What follows belongs to an exercise in optimizing a design on an open flow for small area; a production flow would make more cautious choices. Only simulation tests tie the RTL to the original design; equivalence was not proved. Power is estimated from default activity; no workload was simulated.

==> inputs of run a <==
// core_top
module core_top (
    input  logic        clk,
    input  logic        reset,
    input  logic [19:0] instruction,
    input  logic        load_en,
    input  logic [2:0]  load_addr,
    input  logic [2:0]  rd_addr,
    input  logic [19:0] load_data,
    output logic [19:0] rd_data,
    output logic        fetch_enable,
    output logic        decode_enable,
    output logic        execute_enable,
    output logic        write_back_enable,
    output logic        trap_mode,
    output logic        zero_flag,
    output logic        sign_flag,
    output logic        carry_flag
);
==> module core_top, before the edit <==
module core_top (
    input  logic        clk,
    input  logic        reset,
    input  logic [19:0] instruction,
    input  logic        load_en,
    input  logic [2:0]  load_addr,
    input  logic [2:0]  rd_addr,
    input  logic [19:0] load_data,
    output logic [19:0] rd_data,
    output logic        fetch_enable,
    output logic        decode_enable,
    output logic        execute_enable,
    output logic        write_back_enable,
    output logic        trap_mode,
    output logic        zero_flag,
    output logic        sign_flag,
    output logic        carry_flag
);
    logic [1:0] ph;
    always_ff @(posedge clk) begin
        ph[0] <= ~reset & ~ph[1];
        ph[1] <= ~reset & ph[0];
    end
    wire ph_f = ~ph[1] & ~ph[0];
    wire ph_d = ~ph[1] &  ph[0];
    wire ph_w =  ph[1] & ~ph[0];
    assign fetch_enable      = ph_f & ~trap_mode;
    assign decode_enable     = ph_d & ~trap_mode;
    assign execute_enable    = ph[1] & ph[0] & ~trap_mode;
    assign write_back_enable = ph_w & ~trap_mode;
    logic [5:0] opc;
    logic       half;
    logic [2:0] src1, dst1, dst2;
    always_ff @(posedge clk) begin
        src1 <= instruction[13:11];           
        if (ph_f) begin
            opc  <= instruction[19:14];
            half <= instruction[1];
            dst1 <= instruction[7:5];
            dst2 <= instruction[4:2];
        end
    end
    always_ff @(posedge clk) begin
        if (reset)                          trap_mode <= 1'b0;
        else if (decode_enable && opc == 6'd0) trap_mode <= 1'b1;
    end
    logic [19:0] regs [8];
    always_comb begin
        rd_data = '0;
        for (int i = 0; i < 8; i++)
            rd_data = rd_data | (regs[i] & {20{rd_addr == 3'(i)}});
    end
    wire [2:0] ra = ph_f ? instruction[10:8] : src1;
    logic [19:0] rp;
    always_comb begin
        rp = '0;
        for (int i = 0; i < 8; i++)
            rp = rp | (regs[i] & {20{ra == 3'(i)}});
    end
    wire        byp = ph_f & load_en & (load_addr == instruction[10:8]);
    wire [19:0] xv  = byp ? load_data : rp;
    wire        hm  = ph_f ? instruction[1] : half;
    wire [19:0] xm  = {xv[19:10] & {10{~hm}}, xv[9:0]};
    logic [19:0] opa, opb;
    always_ff @(posedge clk) begin
        if (ph_f) opb <= xm;
        if (ph_d) opa <= xm;
    end
    wire o_not  = opc == 6'd8;
    wire o_and  = opc == 6'd9;
    wire o_or   = opc == 6'd10;
    wire o_xor  = opc == 6'd11;
    wire o_shr  = opc == 6'd12;
    wire o_shl  = opc == 6'd13;
    wire o_ror  = opc == 6'd14;
    wire o_rol  = opc == 6'd15;
    wire o_swap = opc == 6'd16;
    wire o_inc  = opc == 6'd17;
    wire o_dec  = opc == 6'd18;
    wire o_add  = opc == 6'd19;
    wire o_sub  = opc == 6'd21;
    wire o_eq   = opc == 6'd23;
    wire o_gt   = opc == 6'd24;
    wire o_lt   = opc == 6'd25;
    wire o_cmpb = o_sub | o_eq | o_gt | o_lt;        
    wire o_arith = o_inc | o_dec | o_add | o_cmpb;
    wire y_inv  = o_cmpb | o_dec;
    wire y_use  = o_add | o_cmpb;
    wire cin    = o_inc | o_sub | o_eq | o_lt;
    wire [19:0] yv  = ({20{y_use}} & opb) ^ {20{y_inv}};
    logic [20:0] cy;
    logic [20:0] sum;
    always_comb begin
        cy[0] = cin;
        for (int i = 0; i < 20; i++) begin
            sum[i]  = opa[i] ^ yv[i] ^ cy[i];
            cy[i+1] = (opa[i] & yv[i]) | (cy[i] & (opa[i] ^ yv[i]));
        end
        sum[20] = cy[20];
    end
    wire a_top = half ? opa[9] : opa[19];
    wire [19:0] shr = {1'b0, opa[19:1]};
    wire [19:0] shl = {opa[18:0], 1'b0};
    logic [19:0] r1;
    always_comb begin
        r1 = sum[19:0];
        if (o_not)  r1 = ~opa;
        if (o_and)  r1 = opa & opb;
        if (o_or)   r1 = opa | opb;
        if (o_xor)  r1 = opa ^ opb;
        if (o_shr)  r1 = shr;
        if (o_ror)  r1 = shr | (half ? 20'(opa[0]) << 9 : 20'(opa[0]) << 19);
        if (o_shl)  r1 = shl;
        if (o_rol)  r1 = shl | 20'(a_top);
        if (o_swap) r1 = opb;
    end
    wire [19:0] r1m = {r1[19:10] & {10{~half}}, r1[9:0]};
    wire writes  = o_not | o_and | o_or | o_xor | o_shr | o_shl | o_ror | o_rol |
                   o_swap | o_inc | o_dec | o_add | o_sub;
    wire z_upd   = writes & ~o_swap | o_eq;
    wire s_upd   = writes & ~o_swap | o_gt | o_lt;
    wire c_upd   = o_shr | o_shl | o_inc | o_dec | o_add | o_sub;
    wire cout_w  = half ? sum[10] : sum[20];
    wire z_val   = r1m == 20'd0;
    wire s_val   = o_gt ? sum[20] : o_lt ? ~sum[20] : (half ? r1m[9] : r1m[19]);
    wire c_val   = o_shr ? opa[0] : o_shl ? a_top : (o_sub | o_dec) ? ~sum[20] : cout_w;
    always_ff @(posedge clk) begin
        if (reset) begin
            zero_flag  <= 1'b0;
            sign_flag  <= 1'b0;
            carry_flag <= 1'b0;
        end else if (write_back_enable) begin
            if (z_upd) zero_flag  <= z_val;
            if (s_upd) sign_flag  <= s_val;
            if (c_upd) carry_flag <= c_val;
        end
    end
    wire        wb_w = write_back_enable & writes;
    wire [19:0] wbus = {20{~reset}} & (wb_w ? r1m : load_data);
    always_ff @(posedge clk) begin
        for (int i = 0; i < 8; i++) begin
            logic sel_a, sel_w, hold;
            sel_a = ~reset & wb_w & o_swap & (dst2 == 3'(i));
            sel_w = reset | (wb_w ? ((dst1 == 3'(i)) & ~sel_a) : (load_en & (load_addr == 3'(i))));
            hold  = ~(sel_a | sel_w);
            regs[i] <= ({20{hold}} & regs[i]) | ({20{sel_w}} & wbus) | ({20{sel_a}} & opa);
        end
    end
endmodule
Settings: LEC_CHECK=0, CAP_MARGIN=20, CORE_MARGIN=2, CORE_UTILIZATION=65, PLACE_DENSITY=0.75, SLEW_MARGIN=20; clock period 8.0 ns.
run.sh (not shown) runs the stock make flow with config.mk's settings and CLKGATE_MAP_FILE= SYNTH_SCRIPT=/design/flow/synth_recipe.tcl, a recipe that flattens the netlist after the stock synthesis.
==> inputs of run b, as changes to run a <==
--- a/flow/design.v
+++ b/flow/design.v
@@ -100,6 +100,7 @@
     logic [19:0] opa, opb;
     always_ff @(posedge clk) begin
         if (ph_f) opb <= xm;
+        else if (ph[1] & ph[0]) opb[9:0] <= r1[9:0];    
         if (ph_d) opa <= xm;
     end
     wire o_not  = opc == 6'd8;
@@ -124,39 +125,52 @@
     wire y_use  = o_add | o_cmpb;
     wire cin    = o_inc | o_sub | o_eq | o_lt;
     wire [19:0] yv  = ({20{y_use}} & opb) ^ {20{y_inv}};
+    logic        c10;
     logic [20:0] cy;
     logic [20:0] sum;
     always_comb begin
         cy[0] = cin;
         for (int i = 0; i < 20; i++) begin
+            if (i == 10) cy[10] = c10;
             sum[i]  = opa[i] ^ yv[i] ^ cy[i];
             cy[i+1] = (opa[i] & yv[i]) | (cy[i] & (opa[i] ^ yv[i]));
         end
         sum[20] = cy[20];
     end
+    logic c10_x;
+    always_comb c10_x = (opa[9] & yv[9]) | (cy[9] & (opa[9] ^ yv[9]));
+    always_ff @(posedge clk) c10 <= c10_x;
     wire a_top = half ? opa[9] : opa[19];
     wire [19:0] shr = {1'b0, opa[19:1]};
     wire [19:0] shl = {opa[18:0], 1'b0};
+    logic [3:0] tt;
+    always_comb begin
+        tt = 4'b0000;
+        if (o_not)  tt = 4'b0011;
+        if (o_and)  tt = 4'b1000;
+        if (o_or)   tt = 4'b1110;
+        if (o_xor)  tt = 4'b0110;
+        if (o_swap) tt = 4'b1010;
+    end
+    wire o_logic = o_not | o_and | o_or | o_xor | o_swap;
+    wire o_sr = o_shr | o_ror;
+    wire o_sl = o_shl | o_rol;
     logic [19:0] r1;
     always_comb begin
-        r1 = sum[19:0];
-        if (o_not)  r1 = ~opa;
-        if (o_and)  r1 = opa & opb;
-        if (o_or)   r1 = opa | opb;
-        if (o_xor)  r1 = opa ^ opb;
-        if (o_shr)  r1 = shr;
-        if (o_ror)  r1 = shr | (half ? 20'(opa[0]) << 9 : 20'(opa[0]) << 19);
-        if (o_shl)  r1 = shl;
-        if (o_rol)  r1 = shl | 20'(a_top);
-        if (o_swap) r1 = opb;
-    end
-    wire [19:0] r1m = {r1[19:10] & {10{~half}}, r1[9:0]};
+        for (int i = 0; i < 20; i++) begin
+            logic sri, sli;
+            sri = (i == 19) ? (o_ror & ~half & opa[0]) : (i == 9) ? (opa[10] | (o_ror & half & opa[0])) : opa[i+1];
+            sli = (i == 0) ? (o_rol & a_top) : opa[i-1];
+            r1[i] = (o_logic & tt[{opa[i], opb[i]}]) | (o_sr & sri) | (o_sl & sli) | (o_arith & sum[i]);
+        end
+    end
+    wire [19:0] r1m = {r1[19:10] & {10{~half}}, opb[9:0]};
     wire writes  = o_not | o_and | o_or | o_xor | o_shr | o_shl | o_ror | o_rol |
                    o_swap | o_inc | o_dec | o_add | o_sub;
     wire z_upd   = writes & ~o_swap | o_eq;
     wire s_upd   = writes & ~o_swap | o_gt | o_lt;
     wire c_upd   = o_shr | o_shl | o_inc | o_dec | o_add | o_sub;
-    wire cout_w  = half ? sum[10] : sum[20];
+    wire cout_w  = half ? c10 : sum[20];
     wire z_val   = r1m == 20'd0;
     wire s_val   = o_gt ? sum[20] : o_lt ? ~sum[20] : (half ? r1m[9] : r1m[19]);
     wire c_val   = o_shr ? opa[0] : o_shl ? a_top : (o_sub | o_dec) ? ~sum[20] : cout_w;
==> flow/flow/run.sh (new file) <==
#!/bin/bash
# Layout flow: the standard flow (standard.sh, unchanged synthesis and
# steps) with two settings changed:
#  - port buffers are sky130_fd_sc_hd__buf_1 (every port still gets one);
#  - the clock tree is built from clkbuf_4/clkbuf_8 without dummy loads,
#    with sink clusters of up to 16 flip-flops.
# Each tool's full output stays in orfs/logs/; make's output goes to
# flow_make.log in the work folder.
set -euo pipefail
export BUFFER_PORTS_ARGS="-buffer_cell sky130_fd_sc_hd__buf_1"
export CTS_ARGS="-sink_clustering_enable -repair_clock_nets -dont_use_dummy_load -buf_list {sky130_fd_sc_hd__clkbuf_4 sky130_fd_sc_hd__clkbuf_8} -sink_clustering_size 16 -sink_clustering_max_diameter 80"
bash standard.sh finish > flow_make.log 2>&1
==> flow/standard.sh (new file) <==
#!/bin/bash
# synth_recipe.tcl (not shown) runs the flow's synth.tcl, then flattens the netlist and writes it again
# the make line also repeats each setting of config.mk as NAME=value (left out here)
make -C /OpenROAD-flow-scripts/flow DESIGN_CONFIG=/design/flow/config.mk WORK_HOME=/design/flow/orfs CLKGATE_MAP_FILE= SYNTH_SCRIPT=/design/flow/synth_recipe.tcl "${@:-finish}"
Settings changed: CORE_UTILIZATION 65 to 50, PLACE_DENSITY 0.75 to 0.65.
removed: flow/run.sh
==> impl_metrics.csv <==
group,metric,value,unit
power,powerClk,589,uW
finish,fillers,2412,
run_status,status,"complete, no violations",
worst_hold_path,min-delay-start,"ph[1]$_DFF_P_",
finish,layout.nets,1619,
worst_setup_path,endpoint,"regs[3][19]$_DFF_P_",
power,ir_drop,133,uV
timing,slew_headroom,20.0,%
global_routing,met3_usage,5.74,%
the above is filed under run b

==> impl_metrics.csv <==
group,metric,value,unit
worst_setup_path,crit_path_max_incr_delay,0.48,ns
run_status,failed_checks,"negative setup slack",
finish,fillers,1569,
power,ir_drop,247,uV
worst_hold_path,min-delay-start,"sign_flag$_SDFFE_PP0P_",
timing,layout_setup_ws,-1.68,ns
power,powerClk,1080,uW
global_routing,met3_usage,16.2,%
worst_setup_path,endpoint,"regs[5][19]$_DFF_P_",
timing,slew_headroom,24.0,%
timing,setup-violations-final,51,
run_status,status,"complete, but fails checks",
the above is filed under run a


==> inputs of 02-15 <==
==> flow/design.v <==
`timescale 1ns/10ps
`default_nettype none
package core_pkg;
    typedef logic [20-1:0] word_t;     
    typedef logic [3-1:0] reg_addr_t;  
    localparam word_t HALF_MASK = word_t'({10{1'b1}});  
    typedef enum logic [6-1:0] {
        OP_TRAP  = 6'd0,
        OP_NOP   = 6'd1,
        OP_NOT   = 6'd8,
        OP_AND   = 6'd9,
        OP_OR    = 6'd10,
        OP_XOR   = 6'd11,
        OP_SHFTR = 6'd12,
        OP_SHFTL = 6'd13,
        OP_ROTR  = 6'd14,
        OP_ROTL  = 6'd15,
        OP_SWAP  = 6'd16,
        OP_INC   = 6'd17,
        OP_DEC   = 6'd18,
        OP_ADD   = 6'd19,
        OP_SUB   = 6'd21,
        OP_EQ    = 6'd23,
        OP_GT    = 6'd24,
        OP_LT    = 6'd25
    } opcode_e;
    typedef enum logic [1:0] {
        PH_FETCH,
        PH_DECODE,
        PH_EXECUTE,
        PH_WRITE_BACK
    } phase_e;
endpackage
`default_nettype wire
`timescale 1ns/10ps
`default_nettype none
module rf_bit (
    input  logic q,
    input  logic a,
    input  logic sel_a,
    input  logic hold,
    input  logic nw,
    input  logic nsw,
    output logic d
);
    assign d = ~((nw | nsw) & ~((a & sel_a) | (hold & q)));
endmodule
module ao3n (
    input  logic s0, d0, s1, d1, s2, d2,
    output logic y
);
    assign y = ~((s0 & d0) | (s1 & d1) | (s2 & d2));
endmodule
module ao2n (
    input  logic s0, d0, s1, d1,
    output logic y
);
    assign y = ~((s0 & d0) | (s1 & d1));
endmodule
module rd_bit8 (
    input  logic [7:0] s,
    input  logic [7:0] d,
    output logic       y
);
    logic t0, t1, t2;
    ao3n i_t0 (.s0(s[0]), .d0(d[0]), .s1(s[1]), .d1(d[1]), .s2(s[2]), .d2(d[2]), .y(t0));
    ao3n i_t1 (.s0(s[3]), .d0(d[3]), .s1(s[4]), .d1(d[4]), .s2(s[5]), .d2(d[5]), .y(t1));
    assign t2 = ~((s[6] & d[6]) | (s[7] & d[7]));
    assign y = ~(t0 & t1 & t2);
endmodule
module rd_bit9 (
    input  logic [8:0] s,
    input  logic [8:0] d,
    output logic       y
);
    logic t0, t1, t2;
    ao3n i_t0 (.s0(s[0]), .d0(d[0]), .s1(s[1]), .d1(d[1]), .s2(s[2]), .d2(d[2]), .y(t0));
    ao3n i_t1 (.s0(s[3]), .d0(d[3]), .s1(s[4]), .d1(d[4]), .s2(s[5]), .d2(d[5]), .y(t1));
    ao3n i_t2 (.s0(s[6]), .d0(d[6]), .s1(s[7]), .d1(d[7]), .s2(s[8]), .d2(d[8]), .y(t2));
    assign y = ~(t0 & t1 & t2);
endmodule
module rd_bit10 (
    input  logic [9:0] s,
    input  logic [9:0] d,
    output logic       y
);
    logic t0, t1, t2;
    ao3n i_t0 (.s0(s[0]), .d0(d[0]), .s1(s[1]), .d1(d[1]), .s2(s[2]), .d2(d[2]), .y(t0));
    ao3n i_t1 (.s0(s[3]), .d0(d[3]), .s1(s[4]), .d1(d[4]), .s2(s[5]), .d2(d[5]), .y(t1));
    ao3n i_t2 (.s0(s[6]), .d0(d[6]), .s1(s[7]), .d1(d[7]), .s2(s[8]), .d2(d[8]), .y(t2));
    assign y = ~(t0 & t1 & t2 & ~(s[9] & d[9]));
endmodule
`default_nettype wire
`timescale 1ns/10ps
`default_nettype none
module alu_lu (
    input  logic       a,
    input  logic       b,
    input  logic [3:0] ntt,
    output logic       nl
);
    assign nl = ntt[{a, b}];
endmodule
module alu_rsel (
    input  logic nl,
    input  logic sr,
    input  logic sri,
    input  logic sl,
    input  logic sli,
    input  logic ar,
    input  logic s,
    output logic r
);
    assign r = ~(nl & ~((sr & sri) | (sl & sli)) & ~(ar & s));
endmodule
`default_nettype wire
`timescale 1ns/10ps
`default_nettype none
module core_top (
    input  logic        clk,
    input  logic        reset,
    input  logic [19:0] instruction,
    input  logic        load_en,
    input  logic [2:0]  load_addr,
    input  logic [2:0]  rd_addr,
    input  logic [19:0] load_data,
    output logic [19:0] rd_data,
    output logic        fetch_enable,
    output logic        decode_enable,
    output logic        execute_enable,
    output logic        write_back_enable,
    output logic        trap_mode,
    output logic        zero_flag,
    output logic        sign_flag,
    output logic        carry_flag
);
    logic [1:0] ph;
    always_ff @(posedge clk) begin
        ph[0] <= ~reset & ~ph[1];
        ph[1] <= ~reset & ph[0];
    end
    wire ph_f = ~ph[1] & ~ph[0];
    wire ph_d = ~ph[1] &  ph[0];
    wire ph_w =  ph[1] & ~ph[0];
    assign fetch_enable      = ph_f & ~trap_mode;
    assign decode_enable     = ph_d & ~trap_mode;
    assign execute_enable    = ph[1] & ph[0] & ~trap_mode;
    assign write_back_enable = ph_w & ~trap_mode;
    logic [5:0] opc;
    logic       half;
    logic [2:0] src1, dst1, dst2;
    always_ff @(posedge clk) begin
        src1 <= instruction[13:11];           
        if (ph_f) begin
            opc  <= instruction[19:14];
            half <= instruction[1];
            dst1 <= instruction[7:5];
            dst2 <= instruction[4:2];
        end
    end
    always_ff @(posedge clk) begin
        if (reset)                          trap_mode <= 1'b0;
        else if (decode_enable && opc == 6'd0) trap_mode <= 1'b1;
    end
    logic [19:0] regs [8];
    logic [7:0] rsel_ext;
    always_comb
        for (int i = 0; i < 8; i++) rsel_ext[i] = rd_addr == 3'(i);
    for (genvar k = 0; k < 20; k++) begin : g_rd
        logic [7:0] col;
        for (genvar i = 0; i < 8; i++) begin : g_col
            assign col[i] = regs[i][k];
        end
        rd_bit8 i_rd (.s(rsel_ext), .d(col), .y(rd_data[k]));
    end
    wire [2:0] ra     = ph_f ? instruction[10:8] : src1;
    wire [5:0] iop    = instruction[19:14];
    wire       f_inv  = iop == 6'd21 || iop == 6'd23 || iop == 6'd24 || iop == 6'd25 || iop == 6'd18;
    wire       f_zero = iop == 6'd17 || iop == 6'd18;
    wire       byp    = load_en & (load_addr == instruction[10:8]);
    wire       hm     = ph_f ? instruction[1] : half;
    wire       rd_on  = ph_f ? ~f_zero & ~byp : ph_d;
    wire       ld_on  = ph_f & ~f_zero & byp;
    wire       ph_e   = ph[1] & ph[0];
    logic [19:0] xv;
    logic [19:0] r1;
    logic [9:0]  isel_lo;
    logic [8:0]  isel_hi;
    always_comb begin
        for (int i = 0; i < 8; i++) begin
            isel_lo[i] = rd_on & (ra == 3'(i));
            isel_hi[i] = isel_lo[i] & ~hm;
        end
        isel_lo[8] = ld_on;
        isel_hi[8] = ld_on & ~hm;
        isel_lo[9] = ph_e;
    end
    for (genvar k = 0; k < 20; k++) begin : g_x
        if (k < 10) begin : g_lo
            logic [9:0] col;
            for (genvar i = 0; i < 8; i++) begin : g_col
                assign col[i] = regs[i][k];
            end
            assign col[8] = load_data[k];
            assign col[9] = r1[k];
            rd_bit10 i_x (.s(isel_lo), .d(col), .y(xv[k]));
        end else begin : g_hi
            logic [8:0] col;
            for (genvar i = 0; i < 8; i++) begin : g_col
                assign col[i] = regs[i][k];
            end
            assign col[8] = load_data[k];
            rd_bit9 i_x (.s(isel_hi), .d(col), .y(xv[k]));
        end
    end
    wire [19:0] xb = xv ^ {20{ph_f & f_inv}};
    logic [19:0] opa, opb;
    always_ff @(posedge clk) begin
        if (ph_f)      opb       <= xb;
        else if (ph_e) opb[9:0]  <= xb[9:0];    
        if (ph_d)      opa       <= xv;
    end
    wire o_not  = opc == 6'd8;
    wire o_and  = opc == 6'd9;
    wire o_or   = opc == 6'd10;
    wire o_xor  = opc == 6'd11;
    wire o_shr  = opc == 6'd12;
    wire o_shl  = opc == 6'd13;
    wire o_ror  = opc == 6'd14;
    wire o_rol  = opc == 6'd15;
    wire o_swap = opc == 6'd16;
    wire o_inc  = opc == 6'd17;
    wire o_dec  = opc == 6'd18;
    wire o_add  = opc == 6'd19;
    wire o_sub  = opc == 6'd21;
    wire o_eq   = opc == 6'd23;
    wire o_gt   = opc == 6'd24;
    wire o_lt   = opc == 6'd25;
    wire o_cmpb = o_sub | o_eq | o_gt | o_lt;        
    wire o_arith = o_inc | o_dec | o_add | o_cmpb;
    wire y_inv  = o_cmpb | o_dec;
    wire y_use  = o_add | o_cmpb;
    wire cin    = o_inc | o_sub | o_eq | o_lt;
    wire [19:0] yv  = opb;
    logic        c10;
    logic [20:0] cy;
    logic [20:0] sum;
    always_comb begin
        cy[0] = cin;
        for (int i = 0; i < 20; i++) begin
            if (i == 10) cy[10] = c10;
            sum[i]  = opa[i] ^ yv[i] ^ cy[i];
            cy[i+1] = (opa[i] & yv[i]) | (cy[i] & (opa[i] ^ yv[i]));
        end
        sum[20] = cy[20];
    end
    logic c10_x;
    always_comb c10_x = (opa[9] & yv[9]) | (cy[9] & (opa[9] ^ yv[9]));
    always_ff @(posedge clk) c10 <= c10_x;
    wire a_top = half ? opa[9] : opa[19];
    wire [19:0] shr = {1'b0, opa[19:1]};
    wire [19:0] shl = {opa[18:0], 1'b0};
    logic [3:0] tt;
    always_comb begin
        tt = 4'b0000;
        if (o_not)  tt = 4'b0011;
        if (o_and)  tt = 4'b1000;
        if (o_or)   tt = 4'b1110;
        if (o_xor)  tt = 4'b0110;
        if (o_swap) tt = 4'b1010;
    end
    wire o_logic = o_not | o_and | o_or | o_xor | o_swap;
    wire o_sr = o_shr | o_ror;
    wire o_sl = o_shl | o_rol;
    wire [3:0] ntt = ~(tt & {4{o_logic}});
    wire [3:0] ntt_h = ~(tt & {4{o_logic & ~half}});
    wire o_sr_h = o_sr & ~half;
    wire o_sl_h = o_sl & ~half;
    wire o_arith_h = o_arith & ~half;
    for (genvar i = 0; i < 20; i++) begin : g_alu
        logic sri, sli, nl;
        if (i == 19)     assign sri = o_ror & ~half & opa[0];
        else if (i == 9) assign sri = opa[10] | (o_ror & half & opa[0]);
        else             assign sri = opa[i+1];
        if (i == 0)      assign sli = o_rol & a_top;
        else             assign sli = opa[i-1];
        alu_lu   i_lu (.a(opa[i]), .b(opb[i]), .ntt(i < 10 ? ntt : ntt_h), .nl(nl));
        alu_rsel i_rs (.nl(nl), .sr(i < 10 ? o_sr : o_sr_h), .sri(sri),
            .sl(i < 10 ? o_sl : o_sl_h), .sli(sli), .ar(i < 10 ? o_arith : o_arith_h),
            .s(sum[i]), .r(r1[i]));
    end
    wire [19:0] r1m = {r1[19:10], opb[9:0]};
    wire writes  = o_not | o_and | o_or | o_xor | o_shr | o_shl | o_ror | o_rol |
                   o_swap | o_inc | o_dec | o_add | o_sub;
    wire z_upd   = writes & ~o_swap | o_eq;
    wire s_upd   = writes & ~o_swap | o_gt | o_lt;
    wire c_upd   = o_shr | o_shl | o_inc | o_dec | o_add | o_sub;
    wire cout_w  = half ? c10 : sum[20];
    wire z_val   = r1m == 20'd0;
    wire s_val   = o_gt ? sum[20] : o_lt ? ~sum[20] : (half ? r1m[9] : r1m[19]);
    wire c_val   = o_shr ? opa[0] : o_shl ? a_top : (o_sub | o_dec) ? ~sum[20] : cout_w;
    always_ff @(posedge clk) begin
        if (reset) begin
            zero_flag  <= 1'b0;
            sign_flag  <= 1'b0;
            carry_flag <= 1'b0;
        end else if (write_back_enable) begin
            if (z_upd) zero_flag  <= z_val;
            if (s_upd) sign_flag  <= s_val;
            if (c_upd) carry_flag <= c_val;
        end
    end
    wire        wb_w = write_back_enable & writes;
    wire [19:0] nwbus = ~(wb_w ? r1m : load_data);
    logic [7:0]  sel_a, nsel_w, hold;
    always_comb
        for (int i = 0; i < 8; i++) begin
            logic sw;
            sel_a[i]  = ~reset & wb_w & o_swap & (dst2 == 3'(i));
            sw        = ~reset & (wb_w ? ((dst1 == 3'(i)) & ~sel_a[i]) : (load_en & (load_addr == 3'(i))));
            nsel_w[i] = ~sw;
            hold[i]   = ~reset & ~(sel_a[i] | sw);
        end
    logic [19:0] rnext [8];
    for (genvar i = 0; i < 8; i++) begin : g_rf
        for (genvar k = 0; k < 20; k++) begin : g_bit
            rf_bit i_b (.q(regs[i][k]), .a(opa[k]), .sel_a(sel_a[i]), .hold(hold[i]),
                .nw(nwbus[k]), .nsw(nsel_w[i]), .d(rnext[i][k]));
        end
    end
    always_ff @(posedge clk)
        for (int i = 0; i < 8; i++) regs[i] <= rnext[i];
endmodule
`default_nettype wire
==> flow/flow/run.sh <==
#!/bin/bash
# Layout flow: the standard flow (standard.sh, unchanged synthesis and
# steps) with these settings changed:
#  - port buffers are sky130_fd_sc_hd__buf_1 (every port still gets one);
#  - the clock tree is built from clkbuf_4/clkbuf_8 without dummy loads,
#    with sink clusters of up to 16 flip-flops.
# Each tool's full output stays in orfs/logs/; make's output goes to
# flow_make.log in the work folder.
set -euo pipefail
export BUFFER_PORTS_ARGS="-buffer_cell sky130_fd_sc_hd__buf_1"
export CTS_ARGS="-sink_clustering_enable -repair_clock_nets -dont_use_dummy_load -buf_list {sky130_fd_sc_hd__clkbuf_4 sky130_fd_sc_hd__clkbuf_8} -sink_clustering_size 16 -sink_clustering_max_diameter 80"
bash standard.sh finish > flow_make.log 2>&1
==> flow/standard.sh <==
#!/bin/bash
# synth_recipe.tcl (not shown) runs the flow's synth.tcl, then flattens the netlist and writes it again
# the make line also repeats each setting of config.mk as NAME=value (left out here)
make -C /OpenROAD-flow-scripts/flow DESIGN_CONFIG=/design/flow/config.mk WORK_HOME=/design/flow/orfs CLKGATE_MAP_FILE= SYNTH_SCRIPT=/design/flow/synth_recipe.tcl "${@:-finish}"
==> flow/config.mk <==
export PLATFORM = sky130hd
export DESIGN_NAME = core_top
export DESIGN_NICKNAME = core_top
export VERILOG_FILES = /design/flow/design.v
export SDC_FILE = /design/flow/constraint.sdc
export NUM_CORES = 4
export LEC_CHECK = 0
export CAP_MARGIN = 20
export CORE_MARGIN = 2
export CORE_UTILIZATION = 65
export PLACE_DENSITY = 0.8
export SLEW_MARGIN = 20
export SYNTH_HIERARCHICAL = 1
export SYNTH_MINIMUM_KEEP_SIZE = 0
==> flow/constraint.sdc <==
create_clock -name core_clock -period 8.0 [get_ports {clk}]
set_input_delay 1.6000 -clock core_clock [delete_from_list [all_inputs] [get_ports {clk}]]
set_output_delay 1.6000 -clock core_clock [all_outputs]
set_load 0.01 [all_outputs]
==> 11-05 (differences from 02-15) <==
--- a/flow/design.v
+++ b/flow/design.v
@@ -275,6 +275,2 @@
     wire [3:0] ntt = ~(tt & {4{o_logic}});
-    wire [3:0] ntt_h = ~(tt & {4{o_logic & ~half}});
-    wire o_sr_h = o_sr & ~half;
-    wire o_sl_h = o_sl & ~half;
-    wire o_arith_h = o_arith & ~half;
     for (genvar i = 0; i < 20; i++) begin : g_alu
@@ -286,8 +282,7 @@
         else             assign sli = opa[i-1];
-        alu_lu   i_lu (.a(opa[i]), .b(opb[i]), .ntt(i < 10 ? ntt : ntt_h), .nl(nl));
-        alu_rsel i_rs (.nl(nl), .sr(i < 10 ? o_sr : o_sr_h), .sri(sri),
-            .sl(i < 10 ? o_sl : o_sl_h), .sli(sli), .ar(i < 10 ? o_arith : o_arith_h),
+        alu_lu   i_lu (.a(opa[i]), .b(opb[i]), .ntt(ntt), .nl(nl));
+        alu_rsel i_rs (.nl(nl), .sr(o_sr), .sri(sri), .sl(o_sl), .sli(sli), .ar(o_arith),
             .s(sum[i]), .r(r1[i]));
     end
-    wire [19:0] r1m = {r1[19:10], opb[9:0]};
+    wire [19:0] r1m = {r1[19:10] & {10{~half}}, opb[9:0]};
     wire writes  = o_not | o_and | o_or | o_xor | o_shr | o_shl | o_ror | o_rol |
@@ -313,3 +308,3 @@
     wire        wb_w = write_back_enable & writes;
-    wire [19:0] nwbus = ~(wb_w ? r1m : load_data);
+    wire [19:0] nwbus = ~({20{~reset}} & (wb_w ? r1m : load_data));
     logic [7:0]  sel_a, nsel_w, hold;
@@ -319,5 +314,5 @@
             sel_a[i]  = ~reset & wb_w & o_swap & (dst2 == 3'(i));
-            sw        = ~reset & (wb_w ? ((dst1 == 3'(i)) & ~sel_a[i]) : (load_en & (load_addr == 3'(i))));
+            sw        = reset | (wb_w ? ((dst1 == 3'(i)) & ~sel_a[i]) : (load_en & (load_addr == 3'(i))));
             nsel_w[i] = ~sw;
-            hold[i]   = ~reset & ~(sel_a[i] | sw);
+            hold[i]   = ~(sel_a[i] | sw);
         end
--- a/flow/flow/run.sh
+++ b/flow/flow/run.sh
@@ -5,3 +5,5 @@
 #  - the clock tree is built from clkbuf_4/clkbuf_8 without dummy loads,
-#    with sink clusters of up to 16 flip-flops.
+#    with sink clusters of up to 16 flip-flops;
+#  - after global routing, cells on paths with timing slack to spare are
+#    downsized (ORFS RECOVER_POWER step).
 # Each tool's full output stays in orfs/logs/; make's output goes to
@@ -10,2 +12,3 @@
 export BUFFER_PORTS_ARGS="-buffer_cell sky130_fd_sc_hd__buf_1"
+export RECOVER_POWER=100
 export CTS_ARGS="-sink_clustering_enable -repair_clock_nets -dont_use_dummy_load -buf_list {sky130_fd_sc_hd__clkbuf_4 sky130_fd_sc_hd__clkbuf_8} -sink_clustering_size 16 -sink_clustering_max_diameter 80"
CORE_UTILIZATION = 50   (was 65)
PLACE_DENSITY = 0.65   (was 0.8)
==> 08-14 (differences from 02-15) <==
--- a/flow/design.v
+++ b/flow/design.v
@@ -95,25 +95,2 @@
 `default_nettype none
-module alu_lu (
-    input  logic       a,
-    input  logic       b,
-    input  logic [3:0] ntt,
-    output logic       nl
-);
-    assign nl = ntt[{a, b}];
-endmodule
-module alu_rsel (
-    input  logic nl,
-    input  logic sr,
-    input  logic sri,
-    input  logic sl,
-    input  logic sli,
-    input  logic ar,
-    input  logic s,
-    output logic r
-);
-    assign r = ~(nl & ~((sr & sri) | (sl & sli)) & ~(ar & s));
-endmodule
-`default_nettype wire
-`timescale 1ns/10ps
-`default_nettype none
 module core_top (
@@ -274,20 +251,11 @@
     wire o_sl = o_shl | o_rol;
-    wire [3:0] ntt = ~(tt & {4{o_logic}});
-    wire [3:0] ntt_h = ~(tt & {4{o_logic & ~half}});
-    wire o_sr_h = o_sr & ~half;
-    wire o_sl_h = o_sl & ~half;
-    wire o_arith_h = o_arith & ~half;
-    for (genvar i = 0; i < 20; i++) begin : g_alu
-        logic sri, sli, nl;
-        if (i == 19)     assign sri = o_ror & ~half & opa[0];
-        else if (i == 9) assign sri = opa[10] | (o_ror & half & opa[0]);
-        else             assign sri = opa[i+1];
-        if (i == 0)      assign sli = o_rol & a_top;
-        else             assign sli = opa[i-1];
-        alu_lu   i_lu (.a(opa[i]), .b(opb[i]), .ntt(i < 10 ? ntt : ntt_h), .nl(nl));
-        alu_rsel i_rs (.nl(nl), .sr(i < 10 ? o_sr : o_sr_h), .sri(sri),
-            .sl(i < 10 ? o_sl : o_sl_h), .sli(sli), .ar(i < 10 ? o_arith : o_arith_h),
-            .s(sum[i]), .r(r1[i]));
+    always_comb begin
+        for (int i = 0; i < 20; i++) begin
+            logic sri, sli;
+            sri = (i == 19) ? (o_ror & ~half & opa[0]) : (i == 9) ? (opa[10] | (o_ror & half & opa[0])) : opa[i+1];
+            sli = (i == 0) ? (o_rol & a_top) : opa[i-1];
+            r1[i] = (o_logic & tt[{opa[i], opb[i]}]) | (o_sr & sri) | (o_sl & sli) | (o_arith & sum[i]);
+        end
     end
-    wire [19:0] r1m = {r1[19:10], opb[9:0]};
+    wire [19:0] r1m = {r1[19:10] & {10{~half}}, opb[9:0]};
     wire writes  = o_not | o_and | o_or | o_xor | o_shr | o_shl | o_ror | o_rol |
@@ -313,3 +281,3 @@
     wire        wb_w = write_back_enable & writes;
-    wire [19:0] nwbus = ~(wb_w ? r1m : load_data);
+    wire [19:0] nwbus = ~({20{~reset}} & (wb_w ? r1m : load_data));
     logic [7:0]  sel_a, nsel_w, hold;
@@ -319,5 +287,5 @@
             sel_a[i]  = ~reset & wb_w & o_swap & (dst2 == 3'(i));
-            sw        = ~reset & (wb_w ? ((dst1 == 3'(i)) & ~sel_a[i]) : (load_en & (load_addr == 3'(i))));
+            sw        = reset | (wb_w ? ((dst1 == 3'(i)) & ~sel_a[i]) : (load_en & (load_addr == 3'(i))));
             nsel_w[i] = ~sw;
-            hold[i]   = ~reset & ~(sel_a[i] | sw);
+            hold[i]   = ~(sel_a[i] | sw);
         end
==> flow/flow/run.sh (replaced) <==
#!/bin/bash
# Layout flow: the standard flow (standard.sh, unchanged synthesis and
# steps) with two settings changed:
#  - port buffers are sky130_fd_sc_hd__buf_1 (every port still gets one);
#  - the clock tree is built from clkbuf_4/clkbuf_8 without dummy loads,
#    with sink clusters of up to 14 flip-flops.
# Each tool's full output stays in orfs/logs/; make's output goes to
# flow_make.log in the work folder.
set -euo pipefail
export BUFFER_PORTS_ARGS="-buffer_cell sky130_fd_sc_hd__buf_1"
export CTS_ARGS="-sink_clustering_enable -repair_clock_nets -dont_use_dummy_load -buf_list {sky130_fd_sc_hd__clkbuf_4 sky130_fd_sc_hd__clkbuf_8} -sink_clustering_size 14 -sink_clustering_max_diameter 60"
bash standard.sh finish > flow_make.log 2>&1
CORE_UTILIZATION = 45   (was 65)
PLACE_DENSITY = 0.6   (was 0.8)
==> qor summary <==
quantity                                                                                         11-05         08-14         02-15
Number of instances in the synthesized netlist                                                    1136          1251          1105
Crit Path Category                                                                   input pin to flop  flop to flop  flop to flop
Effective utilization at floorplan                                                               0.509         0.456         0.663
Power density over the cells                                                               192 mW/mm^2   199 mW/mm^2   171 mW/mm^2
Weighted congestion reported at the end of routability-driven placement                          0.875         0.914         0.935
Die width                                                                                       156 um        166 um        137 um
Detailed placer's ending HPWL                                                                 27100 um      30400 um      26100 um
Non-Filler Instances                                                                              1530          1692          1436
Static power due to leakage                                                                    4.28 nW       4.38 nW       4.05 nW
Antenna violations before repair                                                                     0             0             1
Worst hold-check slack                                                                        0.462 ns      0.451 ns      0.474 ns
Fraction of the mapped netlist area in adder cells                                              0.0391        0.0383        0.0393
Number of stages on the worst setup path                                                             9            16            14
Outcome                                                                                failed layout checks  no timing/DRC/antenna violations  no timing/DRC/antenna violations
Layout check failures                                                    capacitance limit, slew limit             -             -
Fraction of layout instances using a drive strength above 1                                     0.0771        0.0722        0.0925
Overall power of the completed layout                                                          2.44 mW       2.58 mW       2.14 mW

## static timing again, ports no longer ideal
The results above use ideal ports. As a check the final layouts listed here were re-extracted and re-timed, cells and wires unchanged. Step 1, drivers: a clkbuf_16 drives clk and a buf_2 each remaining input, both assumed. Step 2 also shifts input and output timing later by t, the mid clock arrival at the registers, as if the neighbouring blocks saw the same clock. a / b / c = no drivers / after step 1 / after step 2; a / b = the first two.
run	shift t [ns]	setup WS [ns]	hold WS [ns]	worst data-port slew with drivers (ns)
run a	0.565	-1.681 / -1.681 / -1.681	0.498 / 0.498 / 0.498	0.04
run b	0.576	0.975 / 0.975 / 0.975	0.468 / 0.468 / 0.468	0.04
02-15	0.575	1.932 / 1.932 / 1.932	0.474 / 0.474 / 0.474	0.04
11-05	0.573	1.282 / 1.301 / 0.728	0.462 / 0.462 / 0.462	0.05
08-14	0.593	1.849 / 1.849 / 1.849	0.451 / 0.451 / 0.451	0.04
For 11-05, which loses most, drivers alone change the setup slack by +0.019 ns; drivers and shift together by -0.554 ns.
